Context: an optimization exercise on an open-source flow, tuned for small area. The choices shown serve that exercise and are no tape-out recipe.
Only simulation tests tie the RTL to the original design; equivalence was not proved.
Power and IR drop assume default switching activity.

**flow/design.v**
```verilog
`timescale 1ns/1ps
module gt_add #(parameter int N = 8) (
    input  logic [N-1:0] a,
    input  logic [N-1:0] b,
    input  logic         ci,
    output logic [N-1:0] s
);
    logic [N:0] c;
    assign c[0] = ci;
    for (genvar i = 0; i < N; i++) begin : g_bit
        assign s[i]   = a[i] ^ b[i] ^ c[i];
        assign c[i+1] = (a[i] & b[i]) | (a[i] & c[i]) | (b[i] & c[i]);
    end
endmodule
module gt_seq (
    input  logic clk25M,
    input  logic reset,
    input  logic frame_tick,
    output logic busy,
    output logic b1,
    output logic b2,
    output logic b3
);
    logic [5:0] seq;
    assign busy = (seq != 6'b100010);
    assign b1 = (seq[3:0] == 4'b0000);
    assign b2 = !seq[5] && !seq[4] && !seq[2] && !seq[1];
    assign b3 = !seq[5] && !seq[3] && !seq[2] && !seq[0];
    always_ff @(posedge clk25M) begin
        if (reset)     seq <= 6'b100010;
        else if (busy) seq <= {seq[4:0], seq[5] ^ seq[4] ^ seq[2] ^ seq[1]};
        else           seq <= {4'b1000, !frame_tick, 1'b0};
    end
endmodule
module gt_hq (
    input  logic       b1, b2, dir_r,
    input  logic [3:0] speed,
    input  logic [8:0] lp,
    input  logic [9:0] scan_h,
    output logic [9:0] hq,
    output logic       hc
);
    always_comb begin
        if (b1) begin
            hq = dir_r ? {6'b000000, speed} : {6'b111111, ~speed};
            hc = !dir_r;
        end else if (b2) begin
            hq = ~{lp, 1'b0};
            hc = 1'b0;
        end else begin
            hq = ~scan_h;
            hc = 1'b0;
        end
    end
endmodule
module gt_vq (
    input  logic       b1, b2,
    input  logic [6:0] lm,
    input  logic [9:0] scan_v,
    output logic [6:0] vq,
    output logic       vc
);
    always_comb begin
        if (b1) begin
            vq = 7'd0;
            vc = 1'b1;
        end else if (b2) begin
            vq = ~{1'b0, lm[6:1]};
            vc = 1'b0;
        end else begin
            vq = ~scan_v[9:3];
            vc = 1'b0;
        end
    end
endmodule
module gt_cq (
    input  logic       b2, b3, go_left,
    input  logic [9:0] scan_h,
    output logic [8:0] cq,
    output logic       cc
);
    always_comb begin
        if (b2) begin
            cq = 9'd4;
            cc = 1'b0;
        end else if (b3) begin
            cq = {9{go_left}};
            cc = !go_left;
        end else begin
            cq = ~scan_h[9:1];
            cc = 1'b0;
        end
    end
endmodule
module gt_dec (
    input  logic [9:0]  hs,
    input  logic [6:0]  vs,
    input  logic        ext,
    input  logic [15:0] alive,
    output logic        inv_hit,
    output logic [1:0]  row,
    output logic [1:0]  col
);
    logic [9:0] dh;
    logic [6:0] dv;
    logic       in_col, in_row;
    assign dh = ~hs;
    assign dv = ~vs;
    assign in_col = (dh[9:7] == 3'd0) && !dh[4];
    assign col    = dh[6:5];
    always_comb begin
        in_row = 1'b1;
        case (dv)
            7'd0, 7'd1:   row = 2'd0;
            7'd6, 7'd7:   row = 2'd1;
            7'd12, 7'd13: row = 2'd2;
            7'd18, 7'd19: row = 2'd3;
            7'd127: begin row = 2'd0; in_row = ext; end
            7'd5:   begin row = 2'd1; in_row = ext; end
            7'd11:  begin row = 2'd2; in_row = ext; end
            7'd17:  begin row = 2'd3; in_row = ext; end
            default: begin row = 2'd0; in_row = 1'b0; end
        endcase
    end
    assign inv_hit = in_col && in_row && alive[{row, col}];
endmodule
module gt_wall (
    input  logic [15:0] alive,
    input  logic        dir_r,
    input  logic [9:0]  hs,
    input  logic [5:0]  yq,
    output logic        wall,
    output logic        floor_hit
);
    logic [3:0] col_alive, row_alive;
    logic [1:0] cdir;
    logic       any_alive;
    always_comb begin
        for (int c = 0; c < 4; c++)
            col_alive[c] = alive[c] | alive[4+c] | alive[8+c] | alive[12+c];
        for (int r = 0; r < 4; r++)
            row_alive[r] = |alive[4*r +: 4];
        any_alive = |col_alive;
        if (dir_r)
            cdir = col_alive[3] ? 2'd3 : col_alive[2] ? 2'd2 : col_alive[1] ? 2'd1 : 2'd0;
        else
            cdir = col_alive[0] ? 2'd0 : col_alive[1] ? 2'd1 : col_alive[2] ? 2'd2 : 2'd3;
        if (row_alive[3])      floor_hit = yq[5];
        else if (row_alive[2]) floor_hit = yq[5] && (yq[4:0] >= 5'd6);
        else if (row_alive[1]) floor_hit = yq[5] && (yq[4:0] >= 5'd12);
        else                   floor_hit = yq[5] && (yq[4:0] >= 5'd18);
    end
    assign wall = any_alive && hs[9] && (hs[8:7] == {2{!dir_r}})
               && (hs[6:5] == ~cdir) && hs[4] && (hs[3:0] != 4'd0);
endmodule
module gt_pix (
    input  logic [9:0] scan_h,
    input  logic [9:0] scan_v,
    input  logic [8:0] cs,
    input  logic [7:0] ls,
    input  logic [8:0] lp,
    input  logic       la,
    input  logic       inv_hit,
    input  logic [1:0] row,
    output logic [2:0] cls
);
    wire can_px = (scan_v[9:3] == 7'd55) && (cs[8:3] == 6'b111111);
    wire las_px = la && (scan_h[9:1] == lp) && !scan_h[0] && (ls[7:1] == 7'h7f);
    always_comb begin
        if (las_px)       cls = 3'b111;
        else if (can_px)  cls = 3'b110;
        else if (inv_hit) begin
            case (row)
                2'd0:    cls = 3'b101;
                2'd1:    cls = 3'b011;
                2'd2:    cls = 3'b010;
                default: cls = 3'b100;
            endcase
        end else          cls = 3'b000;
    end
endmodule
module game_top (
    input  logic              clk25M,
    input  logic              reset,
    input  logic              frame_tick,
    input  logic              btn_left,
    input  logic              btn_right,
    input  logic              btn_fire,
    input  logic [3:0]        speed,
    input  logic              scan_en,
    input  logic [9:0]        scan_h,
    input  logic [9:0]        scan_v,
    output logic              busy,
    output logic              pixel_en,
    output logic [11:0]       pixel_color
);
    logic        b1, b2, b3;
    logic [9:0]  fx;
    logic [5:0]  yq;
    logic [15:0] alive;
    logic        dir_r;
    logic [8:0]  cp;
    logic        la;
    logic [8:0]  lp;
    logic [6:0]  lm;
    gt_seq u_seq (.clk25M(clk25M), .reset(reset), .frame_tick(frame_tick),
                  .busy(busy), .b1(b1), .b2(b2), .b3(b3));
    logic [9:0] hq, hs;
    logic       hc;
    logic [6:0] vq, vs;
    logic       vc;
    logic [8:0] cq, cs;
    logic       cc;
    logic [7:0] ls;
    wire go_left  = btn_left && (cp != 9'd0);
    wire go_right = btn_right && (cp < 9'd312);
    gt_hq u_hq (.b1(b1), .b2(b2), .dir_r(dir_r), .speed(speed), .lp(lp), .scan_h(scan_h), .hq(hq), .hc(hc));
    gt_add #(10) u_ha (.a(fx), .b(hq), .ci(hc), .s(hs));
    gt_vq u_vq (.b1(b1), .b2(b2), .lm(lm), .scan_v(scan_v), .vq(vq), .vc(vc));
    gt_add #(7) u_va (.a({1'b0, yq}), .b(vq), .ci(vc), .s(vs));
    gt_cq u_cq (.b2(b2), .b3(b3), .go_left(go_left), .scan_h(scan_h), .cq(cq), .cc(cc));
    gt_add #(9) u_ca (.a(cp), .b(cq), .ci(cc), .s(cs));
    gt_add #(8) u_la (.a({1'b0, lm}), .b(b2 ? 8'hff : ~scan_v[9:2]), .ci(1'b0), .s(ls));
    logic       inv_hit, wall, floor_hit;
    logic [1:0] row, col;
    gt_dec u_dec (.hs(hs), .vs(vs), .ext(b2 && lm[0]), .alive(alive),
                  .inv_hit(inv_hit), .row(row), .col(col));
    gt_wall u_wall (.alive(alive), .dir_r(dir_r), .hs(hs), .yq(yq),
                    .wall(wall), .floor_hit(floor_hit));
    wire hit     = b2 && la && inv_hit;
    wire la_left = la && !hit;
    always_ff @(posedge clk25M) begin
        if (reset) begin
            fx    <= 10'd32;
            yq    <= 6'd4;
            dir_r <= 1'b1;
            cp    <= 9'd156;
            la    <= 1'b0;
        end else begin
            if (b1) begin
                if (wall) begin
                    dir_r <= !dir_r;
                    if (!floor_hit) yq <= vs[5:0];
                end else begin
                    fx <= hs;
                end
            end
            if (b2) la <= la_left ? !ls[7] : btn_fire;
            if (b3 && (go_left || go_right)) cp <= cs;
        end
    end
    always_ff @(posedge clk25M) begin
        for (int i = 0; i < 16; i++)
            alive[i] <= reset || (alive[i] && !(hit && {row, col} == 4'(i)));
    end
    always_ff @(posedge clk25M) begin
        if (b2) begin
            lm <= la_left ? ls[6:0] : 7'd108;
            if (!la_left) lp <= cs;
        end
    end
    logic [2:0] cls, cls_q1, cls_q2;
    logic [1:0] en_q;
    gt_pix u_pix (.scan_h(scan_h), .scan_v(scan_v), .cs(cs), .ls(ls), .lp(lp), .la(la),
                  .inv_hit(inv_hit), .row(row), .cls(cls));
    always_ff @(posedge clk25M) begin
        cls_q1 <= cls;
        cls_q2 <= cls_q1;
    end
    always_ff @(posedge clk25M) begin
        if (reset) en_q <= 2'b00;
        else       en_q <= {en_q[0], scan_en};
    end
    assign pixel_en = en_q[1];
    assign pixel_color = {{4{cls_q2[2]}},
                          cls_q2[1] | (cls_q2[2] & !cls_q2[0]),
                          {3{cls_q2[1]}},
                          {4{cls_q2[0]}}};
endmodule
```
**flow/run.sh**
```bash
#!/bin/bash
# synth_recipe.tcl (not shown) runs the flow's synth.tcl, then flattens the netlist and writes it again
# the make line also repeats each setting of config.mk as NAME=value (left out here)
make -C /OpenROAD-flow-scripts/flow DESIGN_CONFIG=/design/flow/config.mk WORK_HOME=/design/flow/orfs CLKGATE_MAP_FILE= SYNTH_SCRIPT=/design/flow/synth_recipe.tcl finish
```
**flow/config.mk**
```make
export PLATFORM = sky130hd
export DESIGN_NAME = game_top
export DESIGN_NICKNAME = game_top
export VERILOG_FILES = /design/flow/design.v
export SDC_FILE = /design/flow/constraint.sdc
export NUM_CORES = 4
export LEC_CHECK = 0
export CAP_MARGIN = 20
export CORE_MARGIN = 2
export CORE_UTILIZATION = 40
export GPL_TIMING_DRIVEN = 0
export SLEW_MARGIN = 20
```
**flow/constraint.sdc**
```tcl
create_clock -name core_clock -period 6.0 [get_ports {clk25M}]
set_input_delay 1.2000 -clock core_clock [delete_from_list [all_inputs] [get_ports {clk25M}]]
set_output_delay 1.2000 -clock core_clock [all_outputs]
set_load 0.01 [all_outputs]
```
==> flow_metrics.py, run 1 <==
metrics = {
    "floorplanning": {
        "dieWidth_um": 114.8,
        "die_area_um2": 13170,
        "pin_count": 45,
        "die_h_um": 114.8,
        "start_util": 0.4086,
        "fp.coreArea_um2": 12010,
        "std_cell_rows": 40,
    },
    "synth": {
        "ys_types": 64,
        "synth-main-ff-cell": "dfxtp_1",
        "synth.avg_cell_area_um2": 8.797,
        "synth_area_um2": 4908,
        "synth_seq_area_share": 0.3304,
        "synth_cells": 558,
        "synth_area_leaders": "dfxtp_1 (23%), fa_1 (12%), edfxtp_1 (9.8%)",
        "yosys_warnings": 8,
        "syn-num-nets": 625,
        "async_flop_share": 0,
        "netlist.area_leader.share": 0.2325,
        "synth_edf_count": 16,
        "netlist.top_cell.by_area": "dfxtp_1",
        "ys_ff_latch": 73,
    },
    "layout": {
        "n_fill_cell": 1084,
        "nets": 704,
        "areaGrowthSynthToFinish_pct": 30.84,
        "drive_gt1_frac": 0.1838,
        "layout_common_cells": "nand2_1 (59), dfxtp_1 (54), nor2_1 (46)",
        "n_antenna_cell": 0,
        "mostFrequentLayoutCell": "nand2_1",
        "fin_area_um2": 6422,
    },
    "clocking": {
        "root_buffer": "clkbuf_16",
        "cts_buffers": 9,
        "path_clk_slew_ns": 0.06,
        "clock_sinks": 73,
        "h-tree-depth": 3,
        "clock_latency_ns": 0.35,
        "cts_tree": "built",
        "cts_buffer_depth": 2,
    },
    "placed_design": {
        "pre_cts_slack_ns": -0.9314,
        "dp_hpwl_mm": 10.25,
        "port_buffers": 42,
        "placed_cell_area_um2": 5597,
        "place_congestion": 0.8789,
    },
    "detailed_routing": {
        "vias_per_cell": 5.622,
        "wl_per_cell_um": 17.61,
        "drtAntennaViolNets": 0,
        "wirelength_mm": 13.90,
        "drtIter0Drc": 253,
        "dr.pass1.iters": 5,
        "vias": 4436,
        "drc": 0,
    },
    "sta": {
        "fmax_ghz": 0.1642,
        "tightest_slew_ns": 1.164,
        "setup_ws_ns": -0.08879,
        "setup_tns_ns": -0.2238,
        "period_needed_ns": 6.089,
        "maxSlewHeadroom": 0.2214,
        "finalSetupViolCount": 11,
        "hold_violations": 0,
        "fin_skew_ns": 0.008099,
        "rsz0062_at_grt": "yes",
        "finalMaxSlewViolations": 0,
        "period_share": 1.015,
    },
    "setup_path": {
        "path_max_fanout": 5,
        "cp.arrival_ns": 6.36,
        "worstSetupEndpointType": "flop",
        "reg2reg_depth": 24,
        "path_class": "flop to flop",
        "startpoint_type": "flop",
        "cp.required_ns": 6.27,
    },
    "power": {
        "switching_share": 0.4464,
        "p_leak_nw": 2.479,
        "seqPwrFrac": 0.232,
        "p_comb_frac": 0.594,
        "p_int_mw": 1.610,
        "ir_drop_uv": 243.7,
        "p_total_mw": 2.907,
        "netSwitchingPower_mw": 1.298,
        "p_clk_frac": 0.174,
        "p_per_area_nw_per_um2": 452.7,
    },
    "grt": {
        "grt_antenna_before_repair": 0,
        "grt_use_total": 0.2244,
        "grt_max_degree": 13,
        "first_global_vias": 4423,
        "grt_pass1_wl_mm": 22.59,
        "grt_overflow": 0,
    },
    "run": {
        "drv_cap": 0,
    },
    "hold_path": {
        "worstHoldPathCells": 0,
        "hp-class": "flop to flop",
    },
    "status": {
        "status": "finished with violations",
        "failed_checks": "negative setup slack",
    },
}
logic make-up (layout without fill, tap and decap cells):
logic type,after synthesis,count (layout),share of synthesized area
fa+ha+maj,36,36,0.1361
compound gates,120,120,0.1642
flops,73,73,0.3304
simple gates,208,208,0.2157
mux,14,14,0.03977
buf+inv,82,166,0.06933
xor+xnor,25,25,0.04461
power by group through the flow:
stage	clock, mW	sequential, mW	combinational, mW
final	0.505	0.674	1.73
after global routing	0.538	0.686	1.91
after CTS	0.517	0.672	1.63
after detailed placement	0	0.682	1.45
after global placement	0	0.679	1.42
after floorplan	0	0.665	1.10
through the flow:
| step | util | hold WS, ns | std cells |
|---|---|---|---|
| 3_3_place_gp | 0.4659 | 0.3137 | 747 |
| 5_1_grt | 0.5347 | 0.3274 | 789 |
| 2_1_floorplan | - | 0.3096 | 558 |
| 6_report | 0.5347 | 0.3215 | 789 |
| 3_5_place_dp | 0.4659 | 0.3135 | 747 |
| 4_1_cts | 0.5195 | 0.3240 | 782 |
layout make-up:
type / instances / area (µm²) / share of cell area
multi-input combinational: 403 / 3224 / 0.5020
sequential: 73 / 1625 / 0.2531
timing repair buffer: 70 / 653.1 / 0.1017
buffer: 33 / 276.5 / 0.04305
clock buffer: 13 / 260.3 / 0.04052
inverter: 47 / 183.9 / 0.02864
tap: 147 / 183.9 / 0.02864
clock inverter: 3 / 15.01 / 0.002338
cells in the mapped netlist (7+ instances only):
| cell | count |
|---|---|
| clkbuf_1 | 23 |
| a211oi_1 | 9 |
| xnor2_1 | 8 |
| nand3_1 | 23 |
| edfxtp_1 | 16 |
| nor4_1 | 14 |
| and3_1 | 9 |
| ha_1 | 7 |
| nor3_1 | 10 |
| nor2b_1 | 8 |
| or4_1 | 9 |
| a21o_1 | 8 |
| a31oi_1 | 7 |
| nor2_1 | 47 |
| a21oi_1 | 40 |
| xor2_1 | 17 |
| o21ai_0 | 12 |
| dfxtp_1 | 57 |
| inv_1 | 45 |
| fa_1 | 29 |
| nand2_1 | 59 |
| o31ai_1 | 7 |
| buf_4 | 8 |
path summary, 6_finish.rpt:
path                     start         to  slack, ns
setup / recovery  u_seq.seq[4]      yq[4]      -0.09
hold / removal       cls_q1[0]  cls_q2[0]       0.32
hold reg to reg      cls_q1[0]  cls_q2[0]       0.32
setup reg to reg  u_seq.seq[4]      yq[4]      -0.09
state kept, by name, indices dropped and copies added, names as in the netlist:
name and cells:
alive 16, cls_q1 3, cls_q2 3, cp 9, dir_r 1, en_q 2, fx 10, la 1
lm 7, lp 9, u_seq.seq 6, yq 6
routing by layer:
layer	part of all wire	wire length [µm]	global-route usage	vias to the layer above
met2	0.47	6593	0.3633	127
met1	0.44	6134	0.2899	2147
li1	-	-	-	2133
met5	0	0	0	-
met4	0.029	398	0.09880	0
met3	0.055	770	0.04955	29
worst max-delay path, stage by stage, from the launching register on:
cell,delay (ns)
dfxtp_2,0.31
inv_2,0.07
ha_4,0.13
or3b_4,0.45
clkbuf_16,0.19
clkbuf_16,0.15
nand3_4,0.08
o21ai_4,0.06
fa_2,0.34
fa_2,0.35
fa_2,0.37
fa_2,0.34
inv_2,0.07
fa_2,0.21
fa_2,0.21
fa_2,0.22
fa_2,0.20
fa_1,0.44
or3b_1,0.36
o21ai_1,0.09
nand3_1,0.12
or4_1,0.53
clkbuf_8,0.17
or4_1,0.40
a21oi_1,0.16
repair_timing:
action	in CTS	in global routing
setup buffers	20	10
pin swaps	28	27
hold buffers	0	0
setup endpoints to repair	52	51
resized for setup	43	29
==> run 2: changes to the inputs <==
--- a/flow/config.mk
+++ b/flow/config.mk
@@ -6,4 +6,5 @@
 export NUM_CORES = 4
 export LEC_CHECK = 0
+export ABC_AREA = 1
 export CAP_MARGIN = 20
 export CORE_MARGIN = 2
==> run 2 against run 1 <==
Now clean on timing, DRC and antenna. First-iteration DRC count is 40% lower. Synthesized cell count up 6.6%. Hold slack improved by 0.0049 ns. Highest routed layer unchanged. Largest cell class unchanged. Global-route usage down 2.8 points. Register-to-register slack better by 0.35 ns.
==> flow_metrics.py, run 2 <==
metrics = {
    "sta": {
        "tightest_slew_ns": 0.6372,
        "hold_violations": 0,
        "fin_skew_ns": 0.01082,
        "period_needed_ns": 5.803,
        "setup_ws_ns": 0.1970,
        "finalMaxSlewViolations": 0,
        "maxSlewHeadroom": 0.5752,
        "finalSetupViolCount": 0,
        "fmax_ghz": 0.1723,
        "period_share": 0.9672,
    },
    "synth": {
        "ys_types": 47,
        "netlist.top_cell.by_area": "dfxtp_1",
        "synth.avg_cell_area_um2": 7.823,
        "netlist.area_leader.share": 0.2452,
        "synth_cells": 595,
        "async_flop_share": 0,
        "synth-main-ff-cell": "dfxtp_1",
        "ys_ff_latch": 73,
        "yosys_warnings": 8,
        "synth_area_um2": 4654,
        "syn-num-nets": 662,
        "synth_edf_count": 16,
        "synth_seq_area_share": 0.3484,
        "synthTopCellsByCount": "nand2_1 (121), inv_1 (88), dfxtp_1 (57), nor2_1 (57), o21ai_0 (44)",
        "yosysMostFrequentCell": "nand2_1",
        "synth_area_leaders": "dfxtp_1 (25%), fa_1 (12%), edfxtp_1 (10%)",
    },
    "layout": {
        "mostFrequentLayoutCell": "nand2_1",
        "largest_reg_flops": 16,
        "fin_area_um2": 5767,
        "largest-register": "alive",
        "nets": 722,
        "layout_common_cells": "nand2_1 (119), inv_1 (87), dfxtp_1 (56)",
        "n_antenna_cell": 0,
        "largestRegisters": "alive x16, fx x10",
        "drive_gt1_frac": 0.1333,
        "areaGrowthSynthToFinish_pct": 23.90,
    },
    "clocking": {
        "cts_buffers": 9,
        "cts_buffer_depth": 2,
        "cts_tree": "built",
        "path_clk_slew_ns": 0.06,
        "clock_latency_ns": 0.34,
        "h-tree-depth": 3,
        "clock_sinks": 73,
        "cts_hold_buf": 0,
        "root_buffer": "clkbuf_16",
    },
    "floorplanning": {
        "die_h_um": 111.9,
        "start_util": 0.4094,
        "pin_count": 45,
        "dieWidth_um": 111.9,
        "std_cell_rows": 39,
        "fp.coreArea_um2": 11370,
        "die_area_um2": 12510,
    },
    "setup_path": {
        "critPathMaxStageDelay_ns": 0.42,
        "cp_slowest_cell": "fa_2",
        "cp.arrival_ns": 5.86,
        "crit_cells": 22,
        "crit_family": "adder cells",
        "path_max_fanout": 4,
        "cp_common_cell": "fa_2",
        "cp.required_ns": 6.06,
        "path_class": "input port to flop",
        "worstSetupEndpointType": "flop",
        "startpoint_type": "input port",
        "reg2reg_depth": 25,
        "crit_buf_inv": 4,
        "path_cells": "clkdlybuf4s15_1 -> nand3_1 -> o211ai_1 -> fa_2 -> fa_2 -> fa_2 -> fa_2 -> inv_1 -> fa_2 -> fa_2 -> fa_2 -> fa_2 -> fa_2 -> xnor2_2 -> xor2_2 -> nand4_1 -> a21oi_2 -> nand3_4 -> nand2_4 -> inv_2 -> nor2_4 -> clkbuf_16",
    },
    "detailed_routing": {
        "vias": 4097,
        "dr.pass1.iters": 4,
        "vias_per_cell": 5.102,
        "drc": 0,
        "wirelength_mm": 11.81,
        "drtIter0Drc": 152,
        "wl_per_cell_um": 14.71,
        "drtAntennaViolNets": 0,
    },
    "power": {
        "p_per_area_nw_per_um2": 473.8,
        "ir_drop_uv": 318.6,
        "p_leak_nw": 2.492,
        "p_total_mw": 2.733,
    },
    "grt": {
        "grt_use_total": 0.1963,
        "grt_max_degree": 17,
        "grt_antenna_before_repair": 0,
        "grt_pass1_wl_mm": 19.48,
        "first_global_vias": 4074,
        "grt_overflow": 0,
    },
    "placed_design": {
        "port_buffers": 42,
        "place_congestion": 0.8952,
        "pre_cts_slack_ns": -1.038,
        "dp_hpwl_mm": 9.163,
        "placed_cell_area_um2": 5256,
    },
    "hold_path": {
        "hp-class": "flop to flop",
        "worstHoldPathCells": 0,
    },
    "status": {
        "status": "finished clean",
    },
    "run": {
        "drv_cap": 0,
    },
}
-- run 2: per-stage QoR --
step	std cells	setup TNS, ns	utilization	hold WS [ns]
global route	803	-0.4435	0.5072	0.3303
detailed placement	780	-30.49	0.4623	0.3144
floorplan	595	0	-	0.3096
global placement	780	-27.75	0.4623	0.3118
CTS	799	0	0.4962	0.3278
finish	803	0	0.5072	0.3264
-- run 2: what timing repair did --
action,4_1_cts,5_1_grt
endpoints found under the hold margin,0,0
gates cloned,0,1
pin swaps,10,18
gates resized for setup,12,29
buffers inserted,4,3
endpoints found under the setup margin,53,47
-- run 2: layer usage --
| metal | part of all wire | track usage |
|---|---|---|
| met3 | 0.047 | 0.03865 |
| met4 | 0.017 | 0.07160 |
| met2 | 0.50 | 0.3446 |
| met1 | 0.44 | 0.2393 |
| met5 | 0 | 0 |
-- run 2: path summary, 6_finish.rpt --
| path | startpoint | to | slack (ns) |
|---|---|---|---|
| hold reg to reg | cls_q1[2] | cls_q2[2] | 0.33 |
| hold / removal | cls_q1[2] | cls_q2[2] | 0.33 |
| setup / recovery | scan_h[0] | lp[2] | 0.20 |
| setup reg to reg | u_seq.seq[5] | lp[2] | 0.26 |
-- run 2: worst register-to-register path, cell delays in order, from the launching register on --
cell	delay [ns]
dfxtp_1	0.34
inv_1	0.06
ha_1	0.22
nand2_4	0.17
clkbuf_4	0.27
nand3_1	0.10
o211ai_1	0.14
fa_2	0.27
fa_2	0.21
fa_2	0.21
fa_2	0.19
inv_1	0.06
fa_2	0.35
fa_2	0.42
fa_2	0.41
fa_2	0.40
fa_2	0.38
xnor2_2	0.19
xor2_2	0.19
nand4_1	0.15
a21oi_2	0.20
nand3_4	0.11
nand2_4	0.09
inv_2	0.05
nor2_4	0.14
clkbuf_16	0.16
-- run 2: kinds of logic after synthesis --
kind of cell	Yosys count	synth area share
and+or+nand+nor	244	0.2347
xor gates and xnor gates	11	0.02231
DFF	73	0.3484
AOI/OAI and AO/OA	116	0.1468
buffers and inverters	115	0.1043
adders and majority gates	36	0.1435
-- run 2: layout make-up --
cell class / count / area, µm²
flip-flops and latches: 73 / 1623
well taps: 143 / 178.9
multi-input cells: 407 / 2630
inverters: 94 / 359.1
fillers: 1112 / 5603
repair buffers: 50 / 511.7
clock inverters: 7 / 93.84
plain buffers: 20 / 145.1
clock buffers: 9 / 225.2
-- run 2: power breakdown --
part / switching [mW] / internal (mW)
Sequential: 0.0642 / 0.617
Combinational: 0.927 / 0.539
Clock: 0.222 / 0.364
==> run 3: changes to the inputs <==
--- a/flow/config.mk
+++ b/flow/config.mk
@@ -10,4 +10,4 @@
 export CORE_MARGIN = 2
 export CORE_UTILIZATION = 40
-export GPL_TIMING_DRIVEN = 0
+export CTS_BUF_LIST = sky130_fd_sc_hd__clkbuf_4
 export SLEW_MARGIN = 20
==> run 3 against run 2 <==
Still clean. Sequential power decreased by 0.7%. Setup slack improved by 0.044 ns. Flip-flop and latch count unchanged. Maximum frequency increased by 0.76%. Global-route usage decreased by 0.23 points. Clock power decreased by 55%. Cell area decreased by 3.9%. Critical path type unchanged. Highest routed layer unchanged.
==> flow_metrics.py, run 3 <==
metrics = {
    "sta": {
        "holdWs_ns": 0.3383,
        "setup_ws_ns": 0.2409,
        "fmax_ghz": 0.1736,
        "setup_tns_ns": 0,
        "tightest_slew_ns": 0.5489,
        "hold_violations": 0,
        "finalMaxSlewViolations": 0,
        "period_needed_ns": 5.759,
        "fin_skew_ns": 0.01661,
        "rsz0062_at_grt": "no",
        "finalSetupViolCount": 0,
        "maxSlewHeadroom": 0.6329,
        "period_share": 0.9599,
    },
    "placed_design": {
        "place_congestion": 0.9012,
        "dp_hpwl_mm": 9.018,
        "place_inst": 789,
        "port_buffers": 42,
        "placed_cell_area_um2": 5375,
        "pre_cts_slack_ns": -0.5130,
    },
    "clocking": {
        "cts_tree": "built",
        "path_clk_slew_ns": 0.11,
        "cts_buffer_depth": 2,
        "cts_buffers": 9,
        "clock_sinks": 73,
        "root_buffer": "clkbuf_4",
        "clock_latency_ns": 0.46,
        "cts_hold_buf": 0,
        "h-tree-depth": 3,
    },
    "layout": {
        "stdcell_count": 806,
        "final_core_util": 0.4874,
        "drive_gt1_frac": 0.1207,
        "nets": 725,
        "largestRegisters": "alive x16, fx x10",
        "mostFrequentLayoutCell": "nand2_1",
        "n_antenna_cell": 0,
        "areaGrowthSynthToFinish_pct": 19.06,
        "fin_area_um2": 5542,
        "largest-register": "alive",
        "layout_common_cells": "nand2_1 (121), inv_1 (88), dfxtp_1 (57)",
        "largest_reg_flops": 16,
    },
    "synth": {
        "syn-num-nets": 662,
        "synth_seq_area_share": 0.3484,
        "ys_types": 47,
        "synth_cells": 595,
        "synth_area_leaders": "dfxtp_1 (25%), fa_1 (12%), edfxtp_1 (10%)",
        "synthTopCellsByCount": "nand2_1 (121), inv_1 (88), dfxtp_1 (57), nor2_1 (57), o21ai_0 (44)",
        "synth_area_um2": 4654,
        "async_flop_share": 0,
        "netlist.top_cell.by_area": "dfxtp_1",
        "ys_ff_latch": 73,
        "yosysMostFrequentCell": "nand2_1",
        "netlist.area_leader.share": 0.2452,
        "synth.avg_cell_area_um2": 7.823,
        "synth-main-ff-cell": "dfxtp_1",
        "synth_edf_count": 16,
        "yosys_warnings": 8,
    },
    "power": {
        "p_comb_frac": 0.623,
        "p_total_mw": 2.499,
        "p_leak_nw": 2.428,
        "netSwitchingPower_mw": 1.153,
        "ir_drop_uv": 224.8,
        "switching_share": 0.4613,
        "seqPwrFrac": 0.271,
        "p_int_mw": 1.346,
        "p_clk_frac": 0.106,
        "p_per_area_nw_per_um2": 450.9,
    },
    "floorplanning": {
        "die_h_um": 111.9,
        "std_cell_rows": 39,
        "start_util": 0.4094,
        "die_area_um2": 12510,
        "pin_count": 45,
        "dieWidth_um": 111.9,
        "fp.coreArea_um2": 11370,
    },
    "grt": {
        "grt_antenna_before_repair": 0,
        "grt_max_degree": 37,
        "grt_overflow": 0,
        "grt_use_total": 0.1941,
        "first_global_vias": 4114,
        "grt_pass1_wl_mm": 19.34,
    },
    "setup_path": {
        "startpoint_type": "input port",
        "path_class": "input port to flop",
        "cp.required_ns": 6.18,
        "worstSetupEndpointType": "flop",
        "path_max_fanout": 9,
        "cp.arrival_ns": 5.94,
    },
    "detailed_routing": {
        "vias": 4042,
        "drc": 0,
        "wirelength_mm": 11.42,
        "vias_per_cell": 5.015,
        "dr.pass1.iters": 4,
        "wl_per_cell_um": 14.16,
        "drtIter0Drc": 154,
        "drtAntennaViolNets": 0,
    },
    "status": {
        "status": "finished clean",
    },
    "run": {
        "drv_cap": 0,
    },
    "hold_path": {
        "hp-class": "flop to flop",
    },
}
run 3: cell counts after synthesis:
No cell type changed its count.
run 3: cell type report:
type / count / area (µm²)
clock inverters: 5 / 25.02
fillers: 1154 / 5828
clock buffers: 11 / 82.58
multi-input cells: 407 / 2579
inverters: 94 / 354.1
repair buffers: 73 / 700.7
flip-flops and latches: 73 / 1622
well taps: 143 / 178.9
run 3: cell families after synthesis:
| family | after synthesis | synth area share |
|---|---|---|
| AO/OA/AOI/OAI | 116 | 0.1468 |
| XOR/XNOR | 11 | 0.02231 |
| adder cells (fa/ha/maj) | 36 | 0.1435 |
| buffers and inverters | 115 | 0.1043 |
| flip-flops | 73 | 0.3484 |
| AND/OR/NAND/NOR | 244 | 0.2347 |
run 3: worst paths after layout:
kind / from / to / slack (ns) / depth (start not counted)
max: speed[0] / lp[5] / 0.24 / 21
max reg2reg: u_seq.seq[1] / lp[5] / 0.46 / 24
min: cls_q1[2] / cls_q2[2] / 0.34 / 0
min reg2reg: cls_q1[2] / cls_q2[2] / 0.34 / 0
run 3: power groups by stage:
| stage | sequential (mW) | clock, mW | combinational, mW |
|---|---|---|---|
| 4_1_cts | 0.677 | 0.277 | 1.55 |
| 6_report | 0.676 | 0.265 | 1.56 |
| 5_1_grt | 0.687 | 0.290 | 1.77 |
| 2_1_floorplan | 0.673 | 0 | 0.996 |
| 3_5_place_dp | 0.687 | 0 | 1.54 |
| 3_3_place_gp | 0.682 | 0 | 1.51 |
run 3: per-layer routing:
layer	track usage	share of wire	vias up
met1	0.2301	0.45	1888
met4	0.08477	0.028	0
met5	0	0	-
met2	0.3467	0.49	78
li1	-	-	2052
met3	0.03103	0.034	24
run 3: worst max-delay path, cell delays in order:
cell,delay [ns]
clkdlybuf4s50_1,0.43
o211ai_1,0.24
fa_2,0.25
fa_1,0.19
fa_1,0.20
fa_1,0.18
inv_1,0.06
fa_1,0.43
fa_2,0.38
fa_1,0.42
fa_1,0.40
fa_2,0.36
xnor2_2,0.20
xor2_2,0.16
nand4_1,0.12
a21oi_2,0.21
nand3_4,0.11
nand2_4,0.07
inv_1,0.05
nor2_2,0.13
buf_12,0.14
run 3: what timing repair did:
| item | in CTS | in global routing |
|---|---|---|
| buffers inserted | 0 | 0 |
| endpoints found under the setup margin | 9 | 49 |
| resized for setup | 1 | 7 |
| pin swaps | 0 | 3 |
==> run 4: changes to the inputs <==
==> flow/flow/run.sh (new file) <==
#!/bin/bash
# The standard layout, with the smallest buffer on the ports.
set -euo pipefail
bash standard.sh "BUFFER_PORTS_ARGS=-buffer_cell sky130_fd_sc_hd__buf_1" finish > standard.log 2>&1
==> flow/standard.sh (new file) <==
#!/bin/bash
# synth_recipe.tcl (not shown) runs the flow's synth.tcl, then flattens the netlist and writes it again
# the make line also repeats each setting of config.mk as NAME=value (left out here)
make -C /OpenROAD-flow-scripts/flow DESIGN_CONFIG=/design/flow/config.mk WORK_HOME=/design/flow/orfs CLKGATE_MAP_FILE= SYNTH_SCRIPT=/design/flow/synth_recipe.tcl "${@:-finish}"
--- a/flow/config.mk
+++ b/flow/config.mk
@@ -10,4 +10,4 @@
 export CORE_MARGIN = 2
 export CORE_UTILIZATION = 40
-export CTS_BUF_LIST = sky130_fd_sc_hd__clkbuf_4
+export CTS_BUF_LIST = sky130_fd_sc_hd__clkbuf_8
 export SLEW_MARGIN = 20
removed: flow/run.sh
==> run 4 against run 3 <==
Power grew 1.2%. Critical path depth up 1. Synthesized area unchanged. Clock skew down 0.0017 ns. Cell area decreased by 5.2%. Largest power group unchanged.
==> flow_metrics.py, run 4 <==
metrics = {
    "power": {
        "p_comb_frac": 0.571,
        "p_per_area_nw_per_um2": 481.0,
        "p_clk_frac": 0.161,
        "switching_share": 0.4636,
        "ir_drop_uv": 256.9,
        "p_int_mw": 1.356,
        "p_leak_nw": 2.307,
        "seqPwrFrac": 0.268,
        "netSwitchingPower_mw": 1.172,
    },
    "synth": {
        "synth-main-ff-cell": "dfxtp_1",
        "ys_types": 47,
        "synth.avg_cell_area_um2": 7.823,
        "yosysMostFrequentCell": "nand2_1",
        "synth_area_leaders": "dfxtp_1 (25%), fa_1 (12%), edfxtp_1 (10%)",
        "async_flop_share": 0,
        "ys_ff_latch": 73,
        "netlist.area_leader.share": 0.2452,
        "synthTopCellsByCount": "nand2_1 (121), inv_1 (88), dfxtp_1 (57), nor2_1 (57), o21ai_0 (44)",
        "syn-num-nets": 662,
        "yosys_warnings": 8,
        "synth_cells": 595,
        "netlist.top_cell.by_area": "dfxtp_1",
        "synth_seq_area_share": 0.3484,
        "synth_edf_count": 16,
        "synth_area_um2": 4654,
    },
    "sta": {
        "finalSetupViolCount": 0,
        "maxSlewHeadroom": 0.5236,
        "fin_skew_ns": 0.01490,
        "tightest_slew_ns": 0.7146,
        "hold_violations": 0,
        "period_share": 0.9602,
        "fmax_ghz": 0.1736,
        "finalMaxSlewViolations": 0,
        "holdWs_ns": 0.3332,
        "period_needed_ns": 5.761,
    },
    "layout": {
        "areaGrowthSynthToFinish_pct": 12.90,
        "mostFrequentLayoutCell": "nand2_1",
        "largest_reg_flops": 16,
        "largestRegisters": "alive x16, fx x10",
        "drive_gt1_frac": 0.1099,
        "nets": 717,
        "n_antenna_cell": 0,
        "layout_common_cells": "nand2_1 (121), inv_1 (88), dfxtp_1 (57)",
        "largest-register": "alive",
        "n_fill_cell": 1147,
        "stdcell_count": 798,
    },
    "setup_path": {
        "startpoint_type": "input port",
        "cp.required_ns": 6.09,
        "path_max_fanout": 9,
        "cp.arrival_ns": 5.85,
        "path_class": "input port to flop",
        "worstSetupEndpointType": "flop",
    },
    "placed_design": {
        "place_congestion": 0.9292,
        "port_buffers": 42,
        "place_inst": 782,
        "dp_hpwl_mm": 8.907,
    },
    "floorplanning": {
        "die_h_um": 111.9,
        "pin_count": 45,
        "start_util": 0.4094,
        "dieWidth_um": 111.9,
        "die_area_um2": 12510,
        "std_cell_rows": 39,
        "fp.coreArea_um2": 11370,
    },
    "detailed_routing": {
        "top_layer": "met4",
        "wirelength_mm": 11.35,
        "wl_met1_mm": 4.857,
        "dr.pass1.iters": 5,
        "wl_per_cell_um": 14.23,
        "dr_wl_met3_um": 577,
        "drtAntennaViolNets": 0,
        "drc": 0,
        "vias_per_cell": 5.099,
        "wl_met2_mm": 5.697,
        "drtIter0Drc": 256,
        "vias": 4069,
    },
    "clocking": {
        "cts_setup_buffers": 0,
        "clock_latency_ns": 0.37,
        "root_buffer": "clkbuf_8",
        "clock_sinks": 73,
        "cts_buffer_depth": 2,
        "h-tree-depth": 3,
        "cts_buffers": 9,
        "cts_tree": "built",
        "path_clk_slew_ns": 0.08,
    },
    "grt": {
        "grt_use_total": 0.1898,
        "first_global_vias": 4082,
        "grt_overflow": 0,
        "grt_antenna_before_repair": 0,
        "grt_pass1_wl_mm": 19.04,
        "grt_max_degree": 37,
    },
    "hold_path": {
        "hp-class": "flop to flop",
    },
    "status": {
        "status": "finished clean",
    },
    "run": {
        "drv_cap": 0,
    },
}
-- run 4: changes by cell type in the layout (fill, tap and decap cells not counted), sizes merged --
cell           change
buf               +34
bufinv             +1
clkbuf             -2
clkdlybuf4s50     -41
clkinv             -4
clkinvlp           -1
dlymetal6s2s       -1
inv                +6
-- run 4: final cells by class --
| type | count | area, µm² | share of cell area |
|---|---|---|---|
| multi-input cells | 407 | 2560 | 0.4871 |
| flip-flops and latches | 73 | 1622 | 0.3086 |
| repair buffers | 65 | 342.8 | 0.06524 |
| inverters | 94 | 354.1 | 0.06738 |
| well taps | 143 | 178.9 | 0.03405 |
| clock buffers | 9 | 123.9 | 0.02357 |
| clock inverters | 7 | 73.82 | 0.01405 |
-- run 4: repair_timing --
action / 4_1_cts / 5_1_grt
endpoints found under the setup margin: 0 / 9
hold buffers: 0 / 0
gates resized for setup: 0 / 1
-- run 4: logic make-up (layout without fill, tap and decap cells) --
| kind of cell | count (synthesis) | after routing | share of synthesized area |
|---|---|---|---|
| AND/OR/NAND/NOR | 244 | 244 | 0.2347 |
| XOR/XNOR | 11 | 11 | 0.02231 |
| buffers and inverters | 115 | 175 | 0.1043 |
| adder cells (fa/ha/maj) | 36 | 36 | 0.1435 |
| flip-flops | 73 | 73 | 0.3484 |
| AO/OA/AOI/OAI | 116 | 116 | 0.1468 |
-- run 4: routing by layer --
layer / global-route usage / vias to the layer above
met3: 0.03974 / 20
met2: 0.3329 / 120
met4: 0.06502 / 0
met1: 0.2317 / 1896
met5: 0 / -
li1: - / 2033
-- run 4: final timing paths --
kind | end | slack, ns | depth (start not counted) | startpoint
worst max register to register | lp[5] | 0.32 | 24 | u_seq.seq[1]
worst min register to register | cls_q2[2] | 0.33 | 0 | cls_q1[2]
worst min-delay path | cls_q2[2] | 0.33 | 0 | cls_q1[2]
worst max-delay path | lp[5] | 0.24 | 22 | scan_h[0]
-- run 4: worst max-delay path: stages --
cell      delay [ns]
buf_1           0.13
nand3_1         0.14
o211ai_1        0.17
fa_1            0.25
fa_1            0.21
fa_1            0.21
fa_1            0.18
inv_1           0.05
fa_1            0.42
fa_1            0.43
fa_1            0.42
fa_1            0.39
fa_1            0.42
xnor2_2         0.20
xor2_2          0.18
nand4_1         0.13
a21oi_2         0.22
nand3_4         0.11
nand2_4         0.07
inv_1           0.06
nor2_2          0.13
buf_12          0.14
-- run 4: metrics by stage --
step	TNS, ns	utilization	setup slack [ns]	power (mW)	area, µm²
2_1_floorplan	0	-	0.1135	1.669	4657
3_3_place_gp	-1.239	0.4442	-0.1271	2.084	5050
3_5_place_dp	-4.246	0.4442	-0.2140	2.114	5050
4_1_cts	0	0.4615	0.1425	2.527	5248
5_1_grt	-0.001568	0.4622	-0.0005325	2.754	5255
6_report	0	0.4622	0.2390	2.528	5255
-- run 4: power by group through the flow --
| stage | clock [mW] | combinational (mW) | sequential (mW) |
|---|---|---|---|
| floorplan | 0 | 0.996 | 0.673 |
| global placement | 0 | 1.40 | 0.683 |
| detailed placement | 0 | 1.43 | 0.687 |
| CTS | 0.418 | 1.43 | 0.677 |
| global route | 0.437 | 1.63 | 0.689 |
| finish | 0.407 | 1.44 | 0.677 |
==> run 5: changes to the inputs <==
--- a/flow/config.mk
+++ b/flow/config.mk
@@ -11,3 +11,5 @@
 export CORE_UTILIZATION = 40
 export CTS_BUF_LIST = sky130_fd_sc_hd__clkbuf_8
+export CTS_CLUSTER_DIAMETER = 200
+export CTS_CLUSTER_SIZE = 40
 export SLEW_MARGIN = 20
==> run 5 against run 4 <==
Still clean on timing, DRC and antenna. Critical path depth unchanged. Global-route usage is the same. Clock skew stayed put. Combinational power is essentially flat. Synthesized area did not move. Synthesized cell count unchanged. Hold slack unchanged. Setup slack stayed put. Register-to-register slack hardly changed. Core utilization did not move. Critical endpoint unchanged. Largest cell class unchanged.
==> flow_metrics.py, run 5 <==
metrics = {
    "sta": {
        "tightest_slew_ns": 0.7146,
        "finalSetupViolCount": 0,
        "period_needed_ns": 5.761,
        "fin_skew_ns": 0.01490,
        "maxSlewHeadroom": 0.5236,
        "fmax_ghz": 0.1736,
        "setup_tns_ns": 0,
        "period_share": 0.9602,
        "hold_violations": 0,
        "finalMaxSlewViolations": 0,
        "holdWs_ns": 0.3332,
    },
    "layout": {
        "seqCellArea_um2": 1622,
        "n_fill_cell": 1147,
        "largestRegisters": "alive x16, fx x10",
        "layout_common_cells": "nand2_1 (121), inv_1 (88), dfxtp_1 (57)",
        "drive_gt1_frac": 0.1099,
        "multiInputGateArea_um2": 2560,
        "n_antenna_cell": 0,
        "stdcell_count": 798,
        "nets": 717,
        "mostFrequentLayoutCell": "nand2_1",
        "areaGrowthSynthToFinish_pct": 12.90,
        "largest-register": "alive",
        "final_core_util": 0.4622,
        "largest_reg_flops": 16,
    },
    "synth": {
        "synth_seq_area_share": 0.3484,
        "synthTopCellsByCount": "nand2_1 (121), inv_1 (88), dfxtp_1 (57), nor2_1 (57), o21ai_0 (44)",
        "post_synth_xor_area_fraction": 0.02231,
        "synth_top_family_by_area": "simple AND/OR/NAND/NOR gates",
        "synth_mux_area_frac": 0,
        "synth-simple-area-share": 0.2347,
        "yosys_warnings": 8,
        "yosysMostFrequentCell": "nand2_1",
        "synth_area_leaders": "dfxtp_1 (25%), fa_1 (12%), edfxtp_1 (10%)",
        "synth-main-ff-cell": "dfxtp_1",
        "synth_compound_area_frac": 0.1468,
        "synth_edf_count": 16,
        "netlist.area_leader.share": 0.2452,
        "synth_area_um2": 4654,
        "ys_ff_latch": 73,
        "synthAdderAreaFrac": 0.1435,
        "ys_types": 47,
        "syn-num-nets": 662,
        "netlist.top_cell.by_area": "dfxtp_1",
        "async_flop_share": 0,
        "synth.avg_cell_area_um2": 7.823,
        "synth_cells": 595,
    },
    "floorplanning": {
        "std_cell_rows": 39,
        "pin_count": 45,
        "dieWidth_um": 111.9,
        "fp.coreArea_um2": 11370,
        "die_area_um2": 12510,
        "die_h_um": 111.9,
        "start_util": 0.4094,
    },
    "grt": {
        "grt_use_total": 0.1898,
        "use_met1": 0.2317,
        "grt_overflow": 0,
        "grt_use_met3": 0.03974,
        "grt_max_degree": 37,
        "first_global_vias": 4082,
        "top_usage_layer": "met2",
        "grtUsageMet2": 0.3329,
        "grt_pass1_wl_mm": 19.04,
        "grt_antenna_before_repair": 0,
    },
    "power": {
        "netSwitchingPower_mw": 1.172,
        "switching_share": 0.4636,
        "ir_drop_uv": 256.9,
        "p_total_mw": 2.528,
        "p_clk_frac": 0.161,
        "seqPwrFrac": 0.268,
        "p_per_area_nw_per_um2": 481.0,
        "p_comb_frac": 0.571,
        "p_int_mw": 1.356,
        "p_leak_nw": 2.307,
    },
    "setup_path": {
        "path_max_fanout": 9,
        "worstSetupEndpointType": "flop",
        "cp.required_ns": 6.09,
        "startpoint_type": "input port",
        "cp.arrival_ns": 5.85,
        "path_class": "input port to flop",
    },
    "clocking": {
        "cts_buffer_depth": 2,
        "cts_resized": 0,
        "cts_hold_buf": 0,
        "root_buffer": "clkbuf_8",
        "cts_tree": "built",
        "path_clk_slew_ns": 0.08,
        "clock_latency_ns": 0.37,
        "cts_buffers": 9,
        "h-tree-depth": 3,
        "clock_sinks": 73,
        "cts_setup_buffers": 0,
    },
    "detailed_routing": {
        "vias": 4069,
        "vias_per_cell": 5.099,
        "drtAntennaViolNets": 0,
        "wl_per_cell_um": 14.23,
        "dr.pass1.iters": 5,
        "wirelength_mm": 11.35,
        "drtIter0Drc": 256,
        "drc": 0,
    },
    "placed_design": {
        "dp_hpwl_mm": 8.907,
        "place_inst": 782,
        "place_congestion": 0.9292,
        "port_buffers": 42,
    },
    "run": {
        "drv_cap": 0,
    },
    "status": {
        "status": "finished clean",
    },
    "hold_path": {
        "hp-class": "flop to flop",
    },
}
[run 5: cell counts in the layout (fill, tap and decap cells not counted)]
No cell type changed its count.
[run 5: cell families after synthesis]
logic type | Yosys count
adders and majority gates | 36
AOI/OAI and AO/OA | 116
buffers and inverters | 115
DFF | 73
and+or+nand+nor | 244
xor gates and xnor gates | 11
[run 5: worst max-delay path, stage by stage]
cell and delay [ns]:
buf_1 0.13, nand3_1 0.14, o211ai_1 0.17, fa_1 0.25, fa_1 0.21, fa_1 0.21
fa_1 0.18, inv_1 0.05, fa_1 0.42, fa_1 0.43, fa_1 0.42, fa_1 0.39
fa_1 0.42, xnor2_2 0.20, xor2_2 0.18, nand4_1 0.13, a21oi_2 0.22, nand3_4 0.11
nand2_4 0.07, inv_1 0.06, nor2_2 0.13, buf_12 0.14
[run 5: worst paths after layout]
path	start	end	slack, ns	cells after the start
max reg2reg	u_seq.seq[1]	lp[5]	0.32	24
min	cls_q1[2]	cls_q2[2]	0.33	0
min reg2reg	cls_q1[2]	cls_q2[2]	0.33	0
max	scan_h[0]	lp[5]	0.24	22
[run 5: power by group through the flow]
stage	registers (mW)	clock network [mW]	logic, mW
after floorplan	0.673	0	0.996
after global placement	0.683	0	1.40
after detailed placement	0.687	0	1.43
after CTS	0.677	0.418	1.43
after global routing	0.689	0.437	1.63
final	0.677	0.407	1.44
[run 5: cell type report]
cell class | count | share of cell area
clock buffer | 9 | 0.02357
clock inverter | 7 | 0.01405
inverter | 94 | 0.06738
multi-input combinational | 407 | 0.4871
sequential | 73 | 0.3086
tap | 143 | 0.03405
timing repair buffer | 65 | 0.06524
[run 5: routing by layer]
| layer | up-vias | share of wire |
|---|---|---|
| met5 | - | 0 |
| met4 | 0 | 0.019 |
| li1 | 2033 | - |
| met3 | 20 | 0.051 |
| met1 | 1896 | 0.43 |
| met2 | 120 | 0.50 |
[run 5: metrics by stage]
stage | worst slack, ns | cell area [µm²]
finish | 0.2390 | 5255
global route | -0.0005325 | 5255
CTS | 0.1425 | 5248
detailed placement | -0.2140 | 5050
global placement | -0.1271 | 5050
floorplan | 0.1135 | 4657
==> run 6: changes to the inputs <==
--- a/flow/config.mk
+++ b/flow/config.mk
@@ -13,3 +13,4 @@
 export CTS_CLUSTER_DIAMETER = 200
 export CTS_CLUSTER_SIZE = 40
+export GPL_TIMING_DRIVEN = 0
 export SLEW_MARGIN = 20
==> run 6 against run 5 <==
Still clean. Die area unchanged. Combinational power is 6% lower. Core utilization is 1.1 points higher. First-iteration DRC count shrank 18%. Critical path type unchanged. Largest cell class unchanged. Largest power group unchanged. Highest routed layer unchanged.
==> flow_metrics.py, run 6 <==
metrics = {
    "detailed_routing": {
        "wirelength_mm": 11.72,
        "drtAntennaViolNets": 0,
        "vias": 4128,
        "dr.pass1.iters": 5,
        "drc": 0,
        "vias_per_cell": 5.096,
        "drtIter0Drc": 209,
        "wl_per_cell_um": 14.47,
    },
    "sta": {
        "holdWs_ns": 0.3294,
        "period_needed_ns": 5.671,
        "fin_skew_ns": 0.007530,
        "tightest_slew_ns": 0.5946,
        "maxSlewHeadroom": 0.6036,
        "rsz0062_at_grt": "no",
        "finalMaxSlewViolations": 0,
        "period_share": 0.9452,
        "setup_tns_ns": 0,
        "fmax_ghz": 0.1763,
        "finalSetupViolCount": 0,
        "hold_violations": 0,
    },
    "setup_path": {
        "crit_family": "adder cells",
        "worstSetupEndpointType": "flop",
        "crit_buf_inv": 3,
        "cp.arrival_ns": 5.75,
        "critPathMaxStageDelay_ns": 0.43,
        "cp.required_ns": 6.08,
        "crit_cells": 21,
        "path_max_fanout": 5,
        "path_cells": "clkbuf_2 -> nand3_1 -> o211ai_1 -> fa_2 -> fa_2 -> fa_1 -> fa_1 -> inv_1 -> fa_1 -> fa_1 -> fa_1 -> fa_1 -> fa_2 -> xnor2_2 -> xor2_2 -> nand4_1 -> a21oi_2 -> nand3_4 -> nand2_4 -> inv_1 -> nor2_4",
        "cp_common_cell": "fa_1",
        "path_class": "input port to flop",
        "startpoint_type": "input port",
        "cp_slowest_cell": "fa_1",
        "reg2reg_depth": 24,
    },
    "power": {
        "p_per_area_nw_per_um2": 457.4,
        "p_leak_nw": 2.362,
        "ir_drop_uv": 201.0,
        "p_total_mw": 2.462,
    },
    "synth": {
        "synthTopCellsByCount": "nand2_1 (121), inv_1 (88), dfxtp_1 (57), nor2_1 (57), o21ai_0 (44)",
        "synthAdderAreaFrac": 0.1435,
        "synth_area_leaders": "dfxtp_1 (25%), fa_1 (12%), edfxtp_1 (10%)",
        "yosys_warnings": 8,
        "post_synth_xor_area_fraction": 0.02231,
        "syn-num-nets": 662,
        "synth_area_um2": 4654,
        "synth_edf_count": 16,
        "synth_top_family_by_area": "simple AND/OR/NAND/NOR gates",
        "ys_types": 47,
        "synth-simple-area-share": 0.2347,
        "yosysMostFrequentCell": "nand2_1",
        "synth.avg_cell_area_um2": 7.823,
        "synth-main-ff-cell": "dfxtp_1",
        "async_flop_share": 0,
        "netlist.area_leader.share": 0.2452,
        "synth_mux_area_frac": 0,
        "ys_ff_latch": 73,
        "netlist.top_cell.by_area": "dfxtp_1",
        "synth_cells": 595,
        "synth_compound_area_frac": 0.1468,
        "synth_seq_area_share": 0.3484,
    },
    "floorplanning": {
        "std_cell_rows": 39,
        "dieWidth_um": 111.9,
        "start_util": 0.4094,
        "pin_count": 45,
        "die_area_um2": 12510,
        "die_h_um": 111.9,
        "fp.coreArea_um2": 11370,
    },
    "run": {
        "drv_cap": 0,
    },
    "layout": {
        "mostFrequentLayoutCell": "nand2_1",
        "largest-register": "alive",
        "largest_reg_flops": 16,
        "layout_common_cells": "nand2_1 (121), inv_1 (89), dfxtp_1 (55)",
        "drive_gt1_frac": 0.1229,
        "areaGrowthSynthToFinish_pct": 15.65,
        "nets": 729,
        "largestRegisters": "alive x16, fx x10",
        "n_antenna_cell": 0,
    },
    "clocking": {
        "cts_buffers": 9,
        "clock_sinks": 73,
        "root_buffer": "clkbuf_8",
        "path_clk_slew_ns": 0.08,
        "cts_tree": "built",
        "cts_buffer_depth": 2,
        "h-tree-depth": 3,
        "clock_latency_ns": 0.37,
    },
    "status": {
        "status": "finished clean",
    },
    "grt": {
        "grt_max_degree": 17,
        "first_global_vias": 4063,
        "grt_use_total": 0.1960,
        "grt_overflow": 0,
        "grt_pass1_wl_mm": 19.42,
        "grt_antenna_before_repair": 0,
    },
    "placed_design": {
        "dp_hpwl_mm": 9.097,
        "place_congestion": 0.8578,
        "port_buffers": 42,
    },
    "hold_path": {
        "hp-class": "flop to flop",
        "worstHoldPathCells": 0,
    },
}
==> run 6: cell counts after synthesis <==
No cell type changed its count.
==> run 6: worst paths after layout <==
check | start | endpoint | slack (ns)
worst min-delay path | cls_q1[1] | cls_q2[1] | 0.33
worst max register to register | u_seq.seq[5] | lp[0] | 0.34
worst min register to register | cls_q1[1] | cls_q2[1] | 0.33
worst max-delay path | scan_h[0] | lp[0] | 0.33
==> run 6: layer usage <==
| metal | vias up | global-route usage | wire length (µm) |
|---|---|---|---|
| met5 | - | 0 | 0 |
| met4 | 0 | 0.08889 | 311 |
| met3 | 25 | 0.03484 | 527 |
| met2 | 112 | 0.3370 | 5791 |
| li1 | 2063 | - | - |
| met1 | 1928 | 0.2400 | 5091 |
==> run 6: report_power, final <==
part	switching, mW	internal, mW	leakage, nW	total (mW)
Sequential	0.0655	0.616	0.603	0.682
Combinational	0.882	0.478	1.65	1.36
Clock	0.192	0.227	0.108	0.420
==> run 6: final cells by class <==
class | instances | area [µm²]
plain buffers | 20 | 156.4
clock buffers | 9 | 123.9
clock inverters | 7 | 78.83
fillers | 1141 | 5987
inverters | 94 | 354.1
multi-input cells | 408 | 2603
flip-flops and latches | 73 | 1624
well taps | 143 | 178.9
repair buffers | 56 | 264.0
==> run 6: timing repair <==
item | in CTS | in global routing
pin swaps | 1 | 7
gates resized for setup | 12 | 17
setup buffers | 1 | 13
hold buffers | 0 | 0
endpoints found under the hold margin | 0 | 0
cloned | 1 | 0
endpoints found under the setup margin | 53 | 30
==> run 6: cell families after synthesis <==
group / count (synthesis)
compound gates: 116
fa+ha+maj: 36
buf+inv: 115
xor+xnor: 11
simple gates: 244
flops: 73
==> run 6: per-stage QoR <==
stage | utilization | setup WS [ns] | cell area [µm²] | cells
final | 0.4734 | 0.3287 | 5383 | 810
after CTS | 0.4613 | 0.002681 | 5245 | 797
after detailed placement | 0.4392 | -0.8360 | 4994 | 780
after global placement | 0.4392 | -0.8000 | 4994 | 780
after floorplan | - | 0.1135 | 4657 | 595
after global routing | 0.4734 | 0.02951 | 5383 | 810
==> run 7: changes to the inputs <==
==> flow/flow/run.sh (replaced) <==
#!/bin/bash
# The standard layout with two changes: the smallest buffer on the ports,
# and a clock tree without dummy loads.
set -euo pipefail
bash standard.sh \
  "BUFFER_PORTS_ARGS=-buffer_cell sky130_fd_sc_hd__buf_1" \
  "CTS_ARGS=-sink_clustering_enable -repair_clock_nets -dont_use_dummy_load -buf_list sky130_fd_sc_hd__clkbuf_8" \
  finish > standard.log 2>&1
--- a/flow/config.mk
+++ b/flow/config.mk
@@ -10,7 +10,3 @@
 export CORE_MARGIN = 2
 export CORE_UTILIZATION = 40
-export CTS_BUF_LIST = sky130_fd_sc_hd__clkbuf_8
-export CTS_CLUSTER_DIAMETER = 200
-export CTS_CLUSTER_SIZE = 40
-export GPL_TIMING_DRIVEN = 0
 export SLEW_MARGIN = 20
==> run 7 against run 6 <==
Cell count decreased by 2.0%. Global-route usage shrank 0.64 points. Count of clock-buffer cells in the layout unchanged. Synthesized area is the same. Power fell by 1.1%. Maximum frequency down 1.1%. Non-clock buffer count is 8 lower. Synthesized cell count unchanged. Critical endpoint is now lp[5].
==> flow_metrics.py, run 7 <==
metrics = {
    "placed_design": {
        "dp_hpwl_mm": 8.907,
        "place_congestion": 0.9292,
        "placed_cell_area_um2": 5050,
        "port_buffers": 42,
        "place_inst": 782,
    },
    "grt": {
        "use_met1": 0.2313,
        "top_usage_layer": "met2",
        "grt_pass1_wl_mm": 19.01,
        "grt_use_met3": 0.03974,
        "grt_use_total": 0.1896,
        "grtUsageMet2": 0.3329,
        "grt_max_degree": 37,
        "first_global_vias": 4072,
        "grt_overflow": 0,
        "grt_antenna_before_repair": 0,
    },
    "synth": {
        "synth_area_um2": 4654,
        "synthTopCellsByCount": "nand2_1 (121), inv_1 (88), dfxtp_1 (57), nor2_1 (57), o21ai_0 (44)",
        "syn-num-nets": 662,
        "async_flop_share": 0,
        "netlist.area_leader.share": 0.2452,
        "synth_cells": 595,
        "synth.avg_cell_area_um2": 7.823,
        "ys_types": 47,
        "netlist.top_cell.by_area": "dfxtp_1",
        "synth_seq_area_share": 0.3484,
        "yosysMostFrequentCell": "nand2_1",
        "synth_area_leaders": "dfxtp_1 (25%), fa_1 (12%), edfxtp_1 (10%)",
        "ys_ff_latch": 73,
        "yosys_warnings": 8,
        "synth_edf_count": 16,
        "synth-main-ff-cell": "dfxtp_1",
    },
    "setup_path": {
        "path_cells": "buf_1 -> nand3_1 -> o211ai_1 -> fa_2 -> fa_1 -> fa_1 -> fa_1 -> inv_1 -> fa_1 -> fa_1 -> fa_1 -> fa_1 -> fa_1 -> xnor2_2 -> xor2_2 -> nand4_1 -> a21oi_2 -> nand3_4 -> nand2_4 -> inv_1 -> nor2_2 -> buf_12",
        "path_max_fanout": 9,
        "cp_slowest_cell": "fa_1",
        "r2r_start": "u_seq.seq[1]",
        "reg2reg_depth": 24,
        "startpoint_type": "input port",
        "path_class": "input port to flop",
        "reg2reg_slack_ns": 0.35,
        "cp.arrival_ns": 5.80,
        "cp.required_ns": 6.07,
        "critPathMaxStageDelay_ns": 0.43,
        "reg2reg_to": "lp[5]",
        "cp_common_cell": "fa_1",
        "worstSetupEndpointType": "flop",
    },
    "layout": {
        "largest-register": "alive",
        "mostFrequentLayoutCell": "nand2_1",
        "largestRegisters": "alive x16, fx x10",
        "largest_reg_flops": 16,
        "layout_common_cells": "nand2_1 (121), inv_1 (88), dfxtp_1 (57)",
        "drive_gt1_frac": 0.1060,
        "stdcell_count": 794,
        "final_core_util": 0.4579,
        "n_antenna_cell": 0,
        "nets": 720,
        "areaGrowthSynthToFinish_pct": 11.85,
        "fin_area_um2": 5206,
    },
    "sta": {
        "maxSlewHeadroom": 0.5302,
        "fmax_ghz": 0.1745,
        "fin_skew_ns": 0.02853,
        "period_share": 0.9553,
        "setup_tns_ns": 0,
        "period_needed_ns": 5.732,
        "hold_violations": 0,
        "finalSetupViolCount": 0,
        "finalMaxSlewViolations": 0,
        "holdWs_ns": 0.3226,
        "tightest_slew_ns": 0.7048,
    },
    "clocking": {
        "cts_tree": "built",
        "cts_hold_buf": 0,
        "root_buffer": "clkbuf_8",
        "path_clk_slew_ns": 0.07,
        "h-tree-depth": 3,
        "cts_buffer_depth": 2,
        "clock_sinks": 73,
        "cts_buffers": 9,
        "clock_latency_ns": 0.36,
    },
    "power": {
        "p_int_mw": 1.300,
        "seqPwrFrac": 0.278,
        "p_clk_frac": 0.125,
        "p_leak_nw": 2.280,
        "p_per_area_nw_per_um2": 467.8,
        "p_comb_frac": 0.597,
        "netSwitchingPower_mw": 1.135,
        "ir_drop_uv": 235.2,
        "switching_share": 0.4662,
    },
    "floorplanning": {
        "std_cell_rows": 39,
        "start_util": 0.4094,
        "die_area_um2": 12510,
        "die_h_um": 111.9,
        "pin_count": 45,
        "fp.coreArea_um2": 11370,
        "dieWidth_um": 111.9,
    },
    "detailed_routing": {
        "wirelength_mm": 11.36,
        "drtAntennaViolNets": 0,
        "drtIter0Drc": 241,
        "vias_per_cell": 5.137,
        "dr.pass1.iters": 5,
        "vias": 4079,
        "drc": 0,
        "wl_per_cell_um": 14.30,
    },
    "hold_path": {
        "hp-class": "flop to flop",
        "worstHoldPathCells": 0,
        "hold_path_end": "cls_q2[0]",
        "worstHoldStart": "cls_q1[0]",
    },
    "status": {
        "status": "finished clean",
    },
    "run": {
        "drv_cap": 0,
    },
}
## run 7: cell counts after synthesis
No cell type changed its count.
## run 7: power groups by stage
stage,clock network [mW],registers (mW),logic [mW]
floorplan,0,0.673,0.996
global placement,0,0.683,1.40
detailed placement,0,0.687,1.43
CTS,0.314,0.677,1.43
global route,0.332,0.689,1.64
finish,0.305,0.677,1.45
## run 7: timing repair
action	in CTS	in global routing
setup endpoints to repair	0	10
setup buffers	0	3
gates resized for setup	0	2
## run 7: how the worst max path moves through the flow
| stage | slack, ns | startpoint | depth (start not counted) | endpoint |
|---|---|---|---|---|
| CTS | 0.13 | scan_h[0] | 22 | lp[2] |
| global route | -0.003 | scan_h[0] | 22 | lp[2] |
| floorplan | 0.11 | u_seq.seq[4] | 25 | lp[0] |
| detailed placement | -0.21 | scan_h[0] | 22 | lp[0] |
| global placement | -0.13 | scan_h[0] | 22 | lp[0] |
| finish | 0.27 | scan_h[0] | 22 | lp[5] |
## run 7: critical path, delay by kind of cell
kind                     cells  cell delay (ns)
adder cells (fa/ha/maj)      9             2.91
AND/OR/NAND/NOR              5             0.58
XOR/XNOR                     2             0.39
buffers and inverters        4             0.36
AO/OA/AOI/OAI                2             0.36
## run 7: per-layer routing
layer  vias to the layer above  wire length (µm)
li1                       2032                 -
met1                      1899              4858
met2                       129              5675
met3                        19               612
met4                         0               210
met5                         -                 0
## run 7: cell type report
class,count,area [µm²]
Clock buffer,9,123.9
Timing Repair Buffer,68,365.4
Inverter,94,354.1
Fill cell,1150,6163
Tap cell,143,178.9
Sequential cell,73,1622
Multi-Input combinational cell,407,2562
## run 7: cells by family after synthesis
| group | share of synthesized area |
|---|---|
| DFF | 0.3484 |
| AOI/OAI and AO/OA | 0.1468 |
| adders and majority gates | 0.1435 |
| buffers and inverters | 0.1043 |
| and+or+nand+nor | 0.2347 |
| xor gates and xnor gates | 0.02231 |
## run 7: per-stage QoR
step | power (mW) | setup WS (ns)
after floorplan | 1.669 | 0.1135
after global placement | 2.084 | -0.1271
after detailed placement | 2.114 | -0.2140
after CTS | 2.423 | 0.1348
after global routing | 2.658 | -0.002996
final | 2.436 | 0.2684

-- static timing again, ports no longer ideal --
Ports are ideal in the flow. The routed layouts listed here were re-timed in OpenROAD. Step 1, drivers: a clkbuf_16 drives clk25M and a buf_2 each remaining input, both assumed. Step 2 adds t to the input delays and takes it off the output delays; t is the mean of the earliest and latest rising clock arrival at the registers after step 1. Input paths then give back, and output paths get back, about the clock's delay inside the block. Slacks: no drivers / after step 1 / after step 2; pairs: no drivers / after step 1.
run	t, ns	setup WS [ns]	clock arrival spread, ns
run 1	0.383	-0.089 / -0.089 / -0.455	0.008 / 0.008
run 2	0.374	0.197 / 0.212 / -0.162	0.011 / 0.011
run 3	0.479	0.241 / 0.250 / -0.229	0.017 / 0.016
run 4	0.397	0.239 / 0.254 / -0.142	0.015 / 0.015
run 5	0.397	0.239 / 0.254 / -0.142	0.015 / 0.015
run 6	0.404	0.329 / 0.340 / -0.064	0.008 / 0.008
run 7	0.385	0.268 / 0.283 / -0.102	0.028 / 0.028
With both steps, setup timing fails in 6 of these runs, where it was met with ideal ports. The setup slack of run 3, which loses most, moves by +0.009 ns with the drivers and by -0.470 ns with both steps.
